This design comes from an exercise in tuning for small area, a short achievable clock period and few clock cycles per item on the open sky130 flow, not from production work. Function was not checked in any run shown here: the RTL went through the layout flow alone. Power is estimated from default activity; no workload was simulated.

==> flow/design.v (outline; a module is shown in full before it is edited, if it fits) <==
// module gemm_top: 2415 lines
module gemm_top (
    input  logic           clk,
    input  logic           rst,
    input  logic           start,
    input  logic           p_wr_en,
    input  logic [1:0]     p_wr_addr,
    input  logic [31:0]    p_wr_data,
    input  logic           q_wr_en,
    input  logic [1:0]     q_wr_addr,
    input  logic [15:0]    q_wr_data,
    input  logic           r_wr_en,
    input  logic [1:0]     r_wr_addr,
    input  logic [127:0]   r_wr_data,
    input  logic           r_rd_en,
    input  logic [1:0]     r_rd_addr,
    output logic           busy,
    output logic           done,
    output logic [127:0]   c_out,
    output logic           c_valid
);
  // ...
==> flow/run.sh <==
#!/bin/bash
# synth_recipe.tcl (not shown) runs the flow's synth.tcl, then flattens the netlist and writes it again
# the make line also repeats each setting of config.mk as NAME=value (left out here)
make -C /OpenROAD-flow-scripts/flow DESIGN_CONFIG=/design/flow/config.mk WORK_HOME=/design/flow/orfs CLKGATE_MAP_FILE= SYNTH_SCRIPT=/design/flow/synth_recipe.tcl finish
==> flow/config.mk <==
export PLATFORM = sky130hd
export DESIGN_NAME = gemm_top
export DESIGN_NICKNAME = gemm_top
export VERILOG_FILES = /design/flow/design.v
export SDC_FILE = /design/flow/constraint.sdc
export NUM_CORES = 4
export LEC_CHECK = 0
export ABC_CLOCK_PERIOD_IN_PS = 2800
export CAP_MARGIN = 20
export CORE_MARGIN = 2
export CORE_UTILIZATION = 50
export SETUP_SLACK_MARGIN = 2.2
export SLEW_MARGIN = 20
==> flow/constraint.sdc <==
create_clock -name core_clock -period 5.0 [get_ports {clk}]
set_input_delay 1.0000 -clock core_clock [delete_from_list [all_inputs] [get_ports {clk}]]
set_output_delay 1.0000 -clock core_clock [all_outputs]
set_load 0.01 [all_outputs]
==> summary.md, run 1 <==
| Metric | Value |
|---|---|
| Via count of the first global-routing pass | around 40000 |
| Number of buffers created by CTS | roughly 110 |
| Cell area power density | just under 800 nW/µm² |
| Final routed wire length divided by cell count | around 23 µm |
| Net Switching | 22800 µW |
| Power drawn by the sequential cells | 13900 µW |
| Switching share of total power | 39.8% |
| Count of pins over their slew limit | 0 |
| Share of cell area taken by multi-input logic gates | 40.9% |
| Final global-route overflow total | 0 |
| Routing layer with the top usage in global route | met2 |
| FF-to-FF End | r_mem[0][127] |
| Mux contribution to synthesized area | 3.36% |
| Number of tap instances | approximately 1500 |
| Met2 Wirelength | 80300 µm |
| Origin of the worst setup path | rd_q[110] |
| TritonRoute pass-1 iters | 8 |
| Headroom to the max-slew limit | 33.9% |
| Vias after detailed routing | 43568 |
| ANT cells | 4 |
| Number of clock buffers in the layout | ~150 |
| Setup violation total in the final timing report | 0 |
| Synth Register Bits | 1065 |
| Horiz. Die Dim | between 300 and 400 µm |
| Flip-flop count of the largest register, all copies and words added | around 510 |
| Result of the run | no timing/DRC/antenna violations |
| Most common library cell in the layout ignoring fill and taps | nand2_1 |
| Capture point of the worst path | r_mem[0][127] |
| Post-synthesis area per instance | 10.5 µm² |
| Sequential fraction of total cell area | about two fifths |
| Hold Crit Start | p_mem[3][8] |
| Top routing layer in use | met5 |
| Unrepaired setup endpoints after global routing | true |
| Yosys synthesis warning count | 5 |
| Number of flops mapped to enable cells by yosys | about 760 |
| Cell count of the worst reg-to-reg path | 13 |
| Die Footprint | 121000 µm² |
| Count of hold-fix buffers inserted at cts | 0 |
| Cells after synthesis | about 5600 |
| Cell internal pwr | around 35000 µW |
==> run 2: changes to the inputs <==
--- a/flow/design.v
+++ b/flow/design.v
@@ -15,17 +15,26 @@
     input  logic           r_rd_en,
     input  logic [1:0]     r_rd_addr,
     output logic           busy,
     output logic           done,
     output logic [127:0]   c_out,
     output logic           c_valid
 );
     logic [31:0]  p_mem [4];
-    logic [15:0]  q_mem [4];       
+    logic [23:0]  q_mem [4];       
+    logic [23:0]  q_enc;           
+    always_comb begin
+        for (int x = 0; x < 4; x++) begin
+            logic [3:0] b;
+            b = q_wr_data[x*4 +: 4];
+            q_enc[x*6 +: 6] = {(b[3] & ~b[2] & ~b[1]) | (~b[3] & b[2] & b[1]),
+                               b[1] ^ b[2], b[1] & ~b[0], b[3], b[1], b[0]};
+        end
+    end
     logic [127:0] r_mem [4];
     logic [127:0] rd_q;
     logic         rd_v_q;
     logic         busy_q;
     logic         done_q;
     logic [2:0]   st;       
     logic         qsw;      
     logic         u_hold;   
@@ -85,17 +94,17 @@
     assign wb_e  = 2'(st - 3'd1);
     always_ff @(posedge clk) begin
         for (int e = 0; e < 4; e++) begin
             if (p_swap)
                 p_mem[e] <= p_mem[e ^ 2];
             else if (p_wr_en && p_wr_addr == 2'(e))
                 p_mem[e] <= p_wr_data;
             if (q_wr_en && (q_wr_addr ^ {qsw_nx, 1'b0}) == 2'(e))
-                q_mem[e] <= q_wr_data;
+                q_mem[e] <= q_enc;
             else if (q_swap)
                 q_mem[e] <= q_mem[e ^ 2];
         end
     end
     assign rd_addr = busy_q ? st[1:0] : (r_rd_en ? r_rd_addr : 2'd0);
     always_ff @(posedge clk) begin
         rd_q <= r_mem[rd_addr];
     end
@@ -107,63 +116,63 @@
     logic e101_o0, e101_t0, e101_n0, e101_o1, e101_t1, e101_n1;
     logic e110_o0, e110_t0, e110_n0, e110_o1, e110_t1, e110_n1;
     logic e111_o0, e111_t0, e111_n0, e111_o1, e111_t1, e111_n1;
     logic s1x0_1, s1x0_2, s1x0_3, s1x0_4, s1x0_5, s1x0_6, s1x0_7, s1x0_8, s1x0_9, s1x0_10, s1x0_11, s1x0_12, s1x0_13, s1x0_14, s1x0_15, s1x0_16, s1x0_17, s1x0_18, s1x0_19, s1x0_20, s1x0_21, s1x0_22, s1x0_23, s1x0_24, s1x0_25, s1x0_26, s1x0_27, s1x0_28, s1x0_29, s1x0_30, s1x0_31, s1x0_32, s1x0_33, s1x0_34, s1x0_35, s1x0_36, s1x0_37, s1x0_38, s1x0_39, s1x0_40, s1x0_41, s1x0_42, s1x0_43, s1x0_44, s1x0_45, s1x0_46, s1x0_47, s1x0_48, s1x0_49, s1x0_50, s1x0_51, s1x0_52, s1x0_53, s1x0_54, s1x0_55, s1x0_56, s1x0_57, s1x0_58, s1x0_59, s1x0_60, s1x0_61, s1x0_62, s1x0_63, s1x0_64, s1x0_65, s1x0_66, s1x0_67, s1x0_68, s1x0_69, s1x0_70, s1x0_71, s1x0_72, s1x0_73, s1x0_74, s1x0_75, s1x0_76, s1x0_77, s1x0_78, s1x0_79, s1x0_80, s1x0_81, s1x0_82, s1x0_83, s1x0_84, s1x0_85, s1x0_86, s1x0_87, s1x0_88, s1x0_89, s1x0_90, s1x0_91, s1x0_92, s1x0_93, s1x0_94, s1x0_95, s1x0_96, s1x0_97, s1x0_98, s1x0_99, s1x0_100, s1x0_101, s1x0_102, s1x0_103, s1x0_104, s1x0_105, s1x0_106, s1x0_107, s1x0_108, s1x0_109, s1x0_110, s1x0_111, s1x0_112, s1x0_113, s1x0_114, s1x0_115, s1x0_116, s1x0_117, s1x0_118, s1x0_119, s1x0_120, s1x0_121, s1x0_122, s1x0_123, s1x0_124, s1x0_125, s1x0_126, s1x0_127, s1x0_128, s1x0_129, s1x0_130, s1x0_131, s1x0_132, s1x0_133, s1x0_134, s1x0_135, s1x0_136, s1x0_137, s1x0_138, s1x0_139, s1x0_140, s1x0_141, s1x0_142, s1x0_143, s1x0_144, s1x0_145, s1x0_146, s1x0_147, s1x0_148, s1x0_149, s1x0_150, s1x0_151, s1x0_152;
     logic s1x1_1, s1x1_2, s1x1_3, s1x1_4, s1x1_5, s1x1_6, s1x1_7, s1x1_8, s1x1_9, s1x1_10, s1x1_11, s1x1_12, s1x1_13, s1x1_14, s1x1_15, s1x1_16, s1x1_17, s1x1_18, s1x1_19, s1x1_20, s1x1_21, s1x1_22, s1x1_23, s1x1_24, s1x1_25, s1x1_26, s1x1_27, s1x1_28, s1x1_29, s1x1_30, s1x1_31, s1x1_32, s1x1_33, s1x1_34, s1x1_35, s1x1_36, s1x1_37, s1x1_38, s1x1_39, s1x1_40, s1x1_41, s1x1_42, s1x1_43, s1x1_44, s1x1_45, s1x1_46, s1x1_47, s1x1_48, s1x1_49, s1x1_50, s1x1_51, s1x1_52, s1x1_53, s1x1_54, s1x1_55, s1x1_56, s1x1_57, s1x1_58, s1x1_59, s1x1_60, s1x1_61, s1x1_62, s1x1_63, s1x1_64, s1x1_65, s1x1_66, s1x1_67, s1x1_68, s1x1_69, s1x1_70, s1x1_71, s1x1_72, s1x1_73, s1x1_74, s1x1_75, s1x1_76, s1x1_77, s1x1_78, s1x1_79, s1x1_80, s1x1_81, s1x1_82, s1x1_83, s1x1_84, s1x1_85, s1x1_86, s1x1_87, s1x1_88, s1x1_89, s1x1_90, s1x1_91, s1x1_92, s1x1_93, s1x1_94, s1x1_95, s1x1_96, s1x1_97, s1x1_98, s1x1_99, s1x1_100, s1x1_101, s1x1_102, s1x1_103, s1x1_104, s1x1_105, s1x1_106, s1x1_107, s1x1_108, s1x1_109, s1x1_110, s1x1_111, s1x1_112, s1x1_113, s1x1_114, s1x1_115, s1x1_116, s1x1_117, s1x1_118, s1x1_119, s1x1_120, s1x1_121, s1x1_122, s1x1_123, s1x1_124, s1x1_125, s1x1_126, s1x1_127, s1x1_128, s1x1_129, s1x1_130, s1x1_131, s1x1_132, s1x1_133, s1x1_134, s1x1_135, s1x1_136, s1x1_137, s1x1_138, s1x1_139, s1x1_140, s1x1_141, s1x1_142, s1x1_143, s1x1_144, s1x1_145, s1x1_146, s1x1_147, s1x1_148, s1x1_149, s1x1_150, s1x1_151, s1x1_152;
     logic s1x2_1, s1x2_2, s1x2_3, s1x2_4, s1x2_5, s1x2_6, s1x2_7, s1x2_8, s1x2_9, s1x2_10, s1x2_11, s1x2_12, s1x2_13, s1x2_14, s1x2_15, s1x2_16, s1x2_17, s1x2_18, s1x2_19, s1x2_20, s1x2_21, s1x2_22, s1x2_23, s1x2_24, s1x2_25, s1x2_26, s1x2_27, s1x2_28, s1x2_29, s1x2_30, s1x2_31, s1x2_32, s1x2_33, s1x2_34, s1x2_35, s1x2_36, s1x2_37, s1x2_38, s1x2_39, s1x2_40, s1x2_41, s1x2_42, s1x2_43, s1x2_44, s1x2_45, s1x2_46, s1x2_47, s1x2_48, s1x2_49, s1x2_50, s1x2_51, s1x2_52, s1x2_53, s1x2_54, s1x2_55, s1x2_56, s1x2_57, s1x2_58, s1x2_59, s1x2_60, s1x2_61, s1x2_62, s1x2_63, s1x2_64, s1x2_65, s1x2_66, s1x2_67, s1x2_68, s1x2_69, s1x2_70, s1x2_71, s1x2_72, s1x2_73, s1x2_74, s1x2_75, s1x2_76, s1x2_77, s1x2_78, s1x2_79, s1x2_80, s1x2_81, s1x2_82, s1x2_83, s1x2_84, s1x2_85, s1x2_86, s1x2_87, s1x2_88, s1x2_89, s1x2_90, s1x2_91, s1x2_92, s1x2_93, s1x2_94, s1x2_95, s1x2_96, s1x2_97, s1x2_98, s1x2_99, s1x2_100, s1x2_101, s1x2_102, s1x2_103, s1x2_104, s1x2_105, s1x2_106, s1x2_107, s1x2_108, s1x2_109, s1x2_110, s1x2_111, s1x2_112, s1x2_113, s1x2_114, s1x2_115, s1x2_116, s1x2_117, s1x2_118, s1x2_119, s1x2_120, s1x2_121, s1x2_122, s1x2_123, s1x2_124, s1x2_125, s1x2_126, s1x2_127, s1x2_128, s1x2_129, s1x2_130, s1x2_131, s1x2_132, s1x2_133, s1x2_134, s1x2_135, s1x2_136, s1x2_137, s1x2_138, s1x2_139, s1x2_140, s1x2_141, s1x2_142, s1x2_143, s1x2_144, s1x2_145, s1x2_146, s1x2_147, s1x2_148, s1x2_149, s1x2_150, s1x2_151, s1x2_152;
     logic s1x3_1, s1x3_2, s1x3_3, s1x3_4, s1x3_5, s1x3_6, s1x3_7, s1x3_8, s1x3_9, s1x3_10, s1x3_11, s1x3_12, s1x3_13, s1x3_14, s1x3_15, s1x3_16, s1x3_17, s1x3_18, s1x3_19, s1x3_20, s1x3_21, s1x3_22, s1x3_23, s1x3_24, s1x3_25, s1x3_26, s1x3_27, s1x3_28, s1x3_29, s1x3_30, s1x3_31, s1x3_32, s1x3_33, s1x3_34, s1x3_35, s1x3_36, s1x3_37, s1x3_38, s1x3_39, s1x3_40, s1x3_41, s1x3_42, s1x3_43, s1x3_44, s1x3_45, s1x3_46, s1x3_47, s1x3_48, s1x3_49, s1x3_50, s1x3_51, s1x3_52, s1x3_53, s1x3_54, s1x3_55, s1x3_56, s1x3_57, s1x3_58, s1x3_59, s1x3_60, s1x3_61, s1x3_62, s1x3_63, s1x3_64, s1x3_65, s1x3_66, s1x3_67, s1x3_68, s1x3_69, s1x3_70, s1x3_71, s1x3_72, s1x3_73, s1x3_74, s1x3_75, s1x3_76, s1x3_77, s1x3_78, s1x3_79, s1x3_80, s1x3_81, s1x3_82, s1x3_83, s1x3_84, s1x3_85, s1x3_86, s1x3_87, s1x3_88, s1x3_89, s1x3_90, s1x3_91, s1x3_92, s1x3_93, s1x3_94, s1x3_95, s1x3_96, s1x3_97, s1x3_98, s1x3_99, s1x3_100, s1x3_101, s1x3_102, s1x3_103, s1x3_104, s1x3_105, s1x3_106, s1x3_107, s1x3_108, s1x3_109, s1x3_110, s1x3_111, s1x3_112, s1x3_113, s1x3_114, s1x3_115, s1x3_116, s1x3_117, s1x3_118, s1x3_119, s1x3_120, s1x3_121, s1x3_122, s1x3_123, s1x3_124, s1x3_125, s1x3_126, s1x3_127, s1x3_128, s1x3_129, s1x3_130, s1x3_131, s1x3_132, s1x3_133, s1x3_134, s1x3_135, s1x3_136, s1x3_137, s1x3_138, s1x3_139, s1x3_140, s1x3_141, s1x3_142, s1x3_143, s1x3_144, s1x3_145, s1x3_146, s1x3_147, s1x3_148, s1x3_149, s1x3_150, s1x3_151, s1x3_152;
     assign e000_o0 = q_mem[0][0];
-    assign e000_t0 = q_mem[0][1] & ~q_mem[0][0];
     assign e000_n0 = q_mem[0][1];
-    assign e000_o1 = q_mem[0][1] ^ q_mem[0][2];
-    assign e000_t1 = (q_mem[0][3] & ~q_mem[0][2] & ~q_mem[0][1]) | (~q_mem[0][3] & q_mem[0][2] & q_mem[0][1]);
-    assign e000_n1 = q_mem[0][3];
-    assign e001_o0 = q_mem[0][4];
-    assign e001_t0 = q_mem[0][5] & ~q_mem[0][4];
-    assign e001_n0 = q_mem[0][5];
-    assign e001_o1 = q_mem[0][5] ^ q_mem[0][6];
-    assign e001_t1 = (q_mem[0][7] & ~q_mem[0][6] & ~q_mem[0][5]) | (~q_mem[0][7] & q_mem[0][6] & q_mem[0][5]);
-    assign e001_n1 = q_mem[0][7];
-    assign e010_o0 = q_mem[0][8];
-    assign e010_t0 = q_mem[0][9] & ~q_mem[0][8];
-    assign e010_n0 = q_mem[0][9];
-    assign e010_o1 = q_mem[0][9] ^ q_mem[0][10];
-    assign e010_t1 = (q_mem[0][11] & ~q_mem[0][10] & ~q_mem[0][9]) | (~q_mem[0][11] & q_mem[0][10] & q_mem[0][9]);
-    assign e010_n1 = q_mem[0][11];
-    assign e011_o0 = q_mem[0][12];
-    assign e011_t0 = q_mem[0][13] & ~q_mem[0][12];
-    assign e011_n0 = q_mem[0][13];
-    assign e011_o1 = q_mem[0][13] ^ q_mem[0][14];
-    assign e011_t1 = (q_mem[0][15] & ~q_mem[0][14] & ~q_mem[0][13]) | (~q_mem[0][15] & q_mem[0][14] & q_mem[0][13]);
-    assign e011_n1 = q_mem[0][15];
+    assign e000_n1 = q_mem[0][2];
+    assign e000_t0 = q_mem[0][3];
+    assign e000_o1 = q_mem[0][4];
+    assign e000_t1 = q_mem[0][5];
+    assign e001_o0 = q_mem[0][6];
+    assign e001_n0 = q_mem[0][7];
+    assign e001_n1 = q_mem[0][8];
+    assign e001_t0 = q_mem[0][9];
+    assign e001_o1 = q_mem[0][10];
+    assign e001_t1 = q_mem[0][11];
+    assign e010_o0 = q_mem[0][12];
+    assign e010_n0 = q_mem[0][13];
+    assign e010_n1 = q_mem[0][14];
+    assign e010_t0 = q_mem[0][15];
+    assign e010_o1 = q_mem[0][16];
+    assign e010_t1 = q_mem[0][17];
+    assign e011_o0 = q_mem[0][18];
+    assign e011_n0 = q_mem[0][19];
+    assign e011_n1 = q_mem[0][20];
+    assign e011_t0 = q_mem[0][21];
+    assign e011_o1 = q_mem[0][22];
+    assign e011_t1 = q_mem[0][23];
     assign e100_o0 = q_mem[1][0];
-    assign e100_t0 = q_mem[1][1] & ~q_mem[1][0];
     assign e100_n0 = q_mem[1][1];
-    assign e100_o1 = q_mem[1][1] ^ q_mem[1][2];
-    assign e100_t1 = (q_mem[1][3] & ~q_mem[1][2] & ~q_mem[1][1]) | (~q_mem[1][3] & q_mem[1][2] & q_mem[1][1]);
-    assign e100_n1 = q_mem[1][3];
-    assign e101_o0 = q_mem[1][4];
-    assign e101_t0 = q_mem[1][5] & ~q_mem[1][4];
-    assign e101_n0 = q_mem[1][5];
-    assign e101_o1 = q_mem[1][5] ^ q_mem[1][6];
-    assign e101_t1 = (q_mem[1][7] & ~q_mem[1][6] & ~q_mem[1][5]) | (~q_mem[1][7] & q_mem[1][6] & q_mem[1][5]);
-    assign e101_n1 = q_mem[1][7];
-    assign e110_o0 = q_mem[1][8];
-    assign e110_t0 = q_mem[1][9] & ~q_mem[1][8];
-    assign e110_n0 = q_mem[1][9];
-    assign e110_o1 = q_mem[1][9] ^ q_mem[1][10];
-    assign e110_t1 = (q_mem[1][11] & ~q_mem[1][10] & ~q_mem[1][9]) | (~q_mem[1][11] & q_mem[1][10] & q_mem[1][9]);
-    assign e110_n1 = q_mem[1][11];
-    assign e111_o0 = q_mem[1][12];
-    assign e111_t0 = q_mem[1][13] & ~q_mem[1][12];
-    assign e111_n0 = q_mem[1][13];
-    assign e111_o1 = q_mem[1][13] ^ q_mem[1][14];
-    assign e111_t1 = (q_mem[1][15] & ~q_mem[1][14] & ~q_mem[1][13]) | (~q_mem[1][15] & q_mem[1][14] & q_mem[1][13]);
-    assign e111_n1 = q_mem[1][15];
+    assign e100_n1 = q_mem[1][2];
+    assign e100_t0 = q_mem[1][3];
+    assign e100_o1 = q_mem[1][4];
+    assign e100_t1 = q_mem[1][5];
+    assign e101_o0 = q_mem[1][6];
+    assign e101_n0 = q_mem[1][7];
+    assign e101_n1 = q_mem[1][8];
+    assign e101_t0 = q_mem[1][9];
+    assign e101_o1 = q_mem[1][10];
+    assign e101_t1 = q_mem[1][11];
+    assign e110_o0 = q_mem[1][12];
+    assign e110_n0 = q_mem[1][13];
+    assign e110_n1 = q_mem[1][14];
+    assign e110_t0 = q_mem[1][15];
+    assign e110_o1 = q_mem[1][16];
+    assign e110_t1 = q_mem[1][17];
+    assign e111_o0 = q_mem[1][18];
+    assign e111_n0 = q_mem[1][19];
+    assign e111_n1 = q_mem[1][20];
+    assign e111_t0 = q_mem[1][21];
+    assign e111_o1 = q_mem[1][22];
+    assign e111_t1 = q_mem[1][23];
     assign s1x0_1 = (e000_o0 & p_mem[0][0]) ^ e000_n0;
     assign s1x0_2 = ((e000_o0 & p_mem[0][1]) | (e000_t0 & p_mem[0][0])) ^ e000_n0;
     assign s1x0_3 = ((e000_o0 & p_mem[0][2]) | (e000_t0 & p_mem[0][1])) ^ e000_n0;
     assign s1x0_4 = ((e000_o0 & p_mem[0][3]) | (e000_t0 & p_mem[0][2])) ^ e000_n0;
     assign s1x0_5 = ((e000_o0 & p_mem[0][4]) | (e000_t0 & p_mem[0][3])) ^ e000_n0;
     assign s1x0_6 = ((e000_o0 & p_mem[0][5]) | (e000_t0 & p_mem[0][4])) ^ e000_n0;
     assign s1x0_7 = ((e000_o0 & p_mem[0][6]) | (e000_t0 & p_mem[0][5])) ^ e000_n0;
     assign s1x0_8 = ((e000_o0 & p_mem[0][7]) | (e000_t0 & p_mem[0][6])) ^ e000_n0;
==> flow/flow/run.sh (new file) <==
#!/bin/bash
set -euo pipefail
export BUFFER_PORTS_ARGS="-buffer_cell sky130_fd_sc_hd__buf_2"
bash standard.sh finish > flow_make.log 2>&1
==> flow/standard.sh (new file) <==
#!/bin/bash
# synth_recipe.tcl (not shown) runs the flow's synth.tcl, then flattens the netlist and writes it again
# the make line also repeats each setting of config.mk as NAME=value (left out here)
make -C /OpenROAD-flow-scripts/flow DESIGN_CONFIG=/design/flow/config.mk WORK_HOME=/design/flow/orfs CLKGATE_MAP_FILE= SYNTH_SCRIPT=/design/flow/synth_recipe.tcl "${@:-finish}"
removed: flow/run.sh
==> run 2 against run 1 <==
Compared with the run above: power grew 3.9%; clock power shrank 4.5%; core utilization shrank 1.5 points; highest routed layer unchanged.
==> summary.md, run 2 <==
| Metric | Value |
|---|---|
| Post-synthesis area per instance | 11.4 µm² (was 10.5 µm²) |
| Pin count of the biggest net entering global routing | 140 (was 223) |
| Vias after detailed routing | 40262 (was 43568) |
| Total routing usage reported by global routing | 26.7% (was 28.0%) |
| Via count of the first global-routing pass | 39359 (was 41157) |
| Maximum count of clock buffers along a single path | 3 (unchanged) |
| Max-cap violations | 0 (unchanged) |
| Cell chosen for the clock root | clkbuf_16 (unchanged) |
| Worst slew pin tran | 1100 ps (was 992 ps) |
| Final worst path period share | 62.6% (was 73.8%) |
| WL final | 162000 µm (was 174000 µm) |
| Yosys synthesis warning count | 5 (unchanged) |
| Final setup margin | 1870 ps (was 1310 ps) |
| FP Rows | 124 (was 125) |
| Die Footprint | 118000 µm² (was 121000 µm²) |
| Core ar. | 115000 µm² (was 117000 µm²) |
| Kind of capture point of the worst setup path | flip-flop (unchanged) |
| Largest area contributor in the netlist | edfxtp_1 (unchanged) |
| Final routed wire length divided by cell count | 23.1 µm (was 23.0 µm) |
| Cell area power density | 858 nW/µm² (was 792 nW/µm²) |
| Area share of the largest cell type after synthesis | 41.4% (was 39.0%) |
| Number of flops mapped to enable cells by yosys | 796 (was 764) |
| Sum of internal, switching and leakage power | 59700 µW (was 57500 µW) |
| Post-synthesis cell area | 57800 µm² (was 58900 µm²) |
| Sinks on the clock net | 1097 (was 1065) |
| Flip-flop count of the largest register, all copies and words added | 512 (unchanged) |
| Worst path arrival time | 3520 ps (was 4130 ps) |
| FMAX | 319 MHz (was 271 MHz) |
| Synth Register Bits | 1097 (was 1065) |
| Final global-route overflow total | 0 (unchanged) |
| Clock Latency Late Sink | 720 ps (about the same) |
| Number of buffers created by CTS | 113 (was 112) |
| Starting utilization of the core area | 50.5% (about the same) |
| Number of nets produced by synthesis | 5695 (was 6230) |
| Synth top area cells | edfxtp_1 (41%), dfxtp_1 (10%), fa_1 (7.6%), nand2_1 (4.6%), xnor2_1 (4.6%) (was edfxtp_1 (39%), dfxtp_1 (10%), fa_1 (7.5%), nand2_1 (5.3%), ha_1 (4.3%)) |
| Global-route wire length before repair | 240000 µm (was 257000 µm) |
| Die Span Y | 344 µm (was 347 µm) |
| Routing layer with the top usage in global route | met2 (unchanged) |
| Antenna violations before repair | 12 (was 8) |
| Required time reported for the critical path endpoint | 5390 ps (was 5450 ps) |
| Clock skew after layout | 33.4 ps (was 31.6 ps) |
| Sequential element share of the synthesized area | 51.8% (was 49.2%) |
| Static Leak | 0.0273 µW (was 0.0282 µW) |
| Headroom to the max-slew limit | 26.6% (was 33.9%) |
| Main synth FF type | edfxtp_1 (unchanged) |
| Most used cells in the layout excluding fill and tap cells | edfxtp_1 (796), nand2_1 (703), inv_1 (327), buf_2 (319), xnor2_1 (298) (was nand2_1 (821), edfxtp_1 (764), inv_1 (374), a21oi_1 (335), clkdlybuf4s50_1 (303)) |
| H-tree levels | 3 (unchanged) |
| Total Neg Setup Slack | 0 ps (unchanged) |
| Clock tree from TritonCTS | yes (unchanged) |
| Largest driver fanout on the critical path | 4 (unchanged) |
| DRC violation count after routing | 0 (unchanged) |
| Final number of hold-violating endpoints | 0 (unchanged) |
| Met2 Usage GRT | 42.8% (was 44.7%) |
| Result of the run | no timing/DRC/antenna violations (unchanged) |
| Startpoint class of the critical path | flip-flop (unchanged) |
| Layout Nets | 6020 (was 6555) |
| Share of post-route cells with drive strength above 1 | 25.5% (was 17.9%) |
| Remaining number of nets flagged by the antenna check after routing | 0 (unchanged) |
| Horiz. Die Dim | 344 µm (was 347 µm) |
| Count of cell types in the netlist | 86 (was 91) |
| Count of hold-fix buffers inserted at cts | 0 (unchanged) |
| TritonRoute pass-1 iters | 6 (was 8) |
| Most frequently used cell type in the post-synthesis netlist | edfxtp_1 (was nand2_1) |
| Worst supply voltage drop on vdd | 0.000972 V (was 0.000854 V) |
| Detailed placement HPWL | 105000 µm (was 113000 µm) |
| Cells after synthesis | 5082 (was 5617) |
| Kind of critical path | reg2reg (unchanged) |
| Fill count | 9099 (was 9333) |
| Register with the most flip-flops | r_mem (unchanged) |
| Top Registers | r_mem x512, p_mem x128, rd_q x128 (unchanged) |
| Top post-synthesis cells by count | edfxtp_1 (796), nand2_1 (714), inv_1 (371) (was nand2_1 (832), edfxtp_1 (764), inv_1 (406)) |
| Met1 Track Usage GR | 37.3% (was 38.3%) |
| DR iter-0 viols | 3251 (was 4345) |
| Routed vias/inst | 5.73 (was 5.76) |
| Pre-CTS setup slack | 781 ps (was 653 ps) |
| Count of pins over their slew limit | 0 (unchanged) |
| Area overhead of the layout relative to synthesis | 20.5% (was 23.2%) |
| Final Wtd Congestion | 0.888 (was 0.904) |
| Port-buffer cells | 321 (unchanged) |
| Most common library cell in the layout ignoring fill and taps | edfxtp_1 (was nand2_1) |
| Setup violation total in the final timing report | 0 (unchanged) |
| Unrepaired setup endpoints after global routing | true (unchanged) |
| Type of the most critical hold path | reg2reg (unchanged) |
| Post-synth ARST share | 0% (unchanged) |
| Final critical-path required period | 3130 ps (was 3690 ps) |
| Top-level port count | 322 (unchanged) |
| Global routing usage on met3 | 3.79% (was 3.60%) |
| CTS clock-pin slew for the worst setup and hold paths | 60 ps (about the same) |
## run 2: cell count changes after synthesis, sizes merged, moves of 32 or more
cell / previous run / this run
inv: 407 / 374
edfxtp: 764 / 796
a22oi: 30 / 228
maj3: 58 / 0
xnor2: 168 / 301
o21ai: 250 / 114
nor2: 220 / 133
a21oi: 360 / 93
nand2: 832 / 714
o22ai: 61 / 5
## run 2: path summary, 6_finish.rpt
kind	start	endpoint	slack [ps]	cells past startpoint
hold reg to reg	p_mem[3][12]	p_mem[1][12]	500	2
setup / recovery	u_q[0][1]	r_mem[1][28]	1870	11
hold / removal	p_mem[3][12]	p_mem[1][12]	500	2
setup reg to reg	u_q[0][1]	r_mem[1][28]	1870	11
## run 2: power by group
group / leakage (µW) / switching (µW) / internal (µW) / total (µW)
Clock: 0.00184 / 3660 / 4650 / 8310
Sequential: 0.0101 / 1550 / 13200 / 14800
Combinational: 0.0154 / 19100 / 17500 / 36600
Total: 0.0273 / 24300 / 35400 / 59700
## run 2: kinds of logic (layout without fill, tap and decap cells)
group                      count (synthesis)  in the layout  synth area share, %
xor gates and xnor gates                 379            379                 5.77
AOI/OAI and AO/OA                        910            912                 10.8
and+or+nand+nor                         1325           1333                 10.6
muxes                                    188            188                 3.60
DFF                                     1097           1097                 51.8
adders and majority gates                422            422                 12.0
other                                      0              4                    0
buffers and inverters                    761           1175                 5.37
## run 2: cell type report
| class | count | area (µm²) | share of cell area [%] |
|---|---|---|---|
| flip-flops and latches | 1097 | 30000 | 43.1 |
| multi-input cells | 3234 | 28200 | 40.6 |
| repair buffers | 584 | 4370 | 6.28 |
| clock buffers | 153 | 3170 | 4.56 |
| well taps | 1512 | 1890 | 2.72 |
| inverters | 377 | 1430 | 2.05 |
| clock inverters | 61 | 508 | 0.730 |
| diodes | 4 | 10.0 | 0.0144 |
## run 2: worst max-delay path: stages, from the launching register on
cell	delay [ps]
edfxtp_1	430
ha_4	240
a211o_1	280
a211o_1	350
a211oi_4	340
buf_4	180
buf_4	110
a2bb2oi_4	250
nand2_1	100
nor3_2	150
mux2i_1	200
o311ai_1	180
## run 2: what timing repair did
item                                    in CTS  in global routing
pin swaps                                  205                130
setup buffers                              129                 56
resized for setup                          471                201
hold endpoints to repair                     0                  0
endpoints found under the setup margin     557                382
cloned                                      16                  4
## run 2: stage by stage
stage / hold slack, ps / instance area (µm²) / util [%] / std cells
floorplan: 492 / 58400 / - / 5082
global placement: 495 / 60900 / 53.2 / 6599
detailed placement: 499 / 60900 / 53.2 / 6599
CTS: 502 / 68100 / 59.5 / 6958
global route: 532 / 69600 / 60.8 / 7022
finish: 501 / 69600 / 60.8 / 7022
## run 2: per-layer routing
metal | wire length, µm | vias to the layer above
met2 | 75400 | 1491
met4 | 5370 | 2
met1 | 70200 | 19959
li1 | - | 18509
met5 | 9 | -
met3 | 11200 | 301

[what the ideal ports hide]
The flow's constraints put no driver on any port. The routed layouts listed below were extracted and timed again, unchanged, in two steps. Step 1 (the two cells are an assumption about what drives the block):
set clk [get_ports {clk}]
set_driving_cell -lib_cell sky130_fd_sc_hd__clkbuf_16 $clk
set_driving_cell -lib_cell sky130_fd_sc_hd__buf_2 [delete_from_list [all_inputs] $clk]
Step 2 also shifts input and output timing later by t, the mid clock arrival at the registers, as if the neighbouring blocks saw the same clock. Three values: no drivers, after step 1, after step 2; two values: the first two.
| run | t, ns | slack for setup (ns) | worst hold slack (ns) | worst register clock-pin slew, ns | worst data-port slew with drivers (ns) |
|---|---|---|---|---|---|
| run 1 | 0.779 | 1.312 / 1.312 / 1.312 | 0.509 / 0.509 / 0.509 | 0.07 / 0.07 | 0.13 |
| run 2 | 0.780 | 1.869 / 1.869 / 1.483 | 0.501 / 0.501 / 0.501 | 0.07 / 0.07 | 0.13 |
After both steps every run listed still meets setup and hold. For run 2, which loses most, drivers alone change the setup slack by 0.000 ns; drivers and shift together by -0.386 ns.
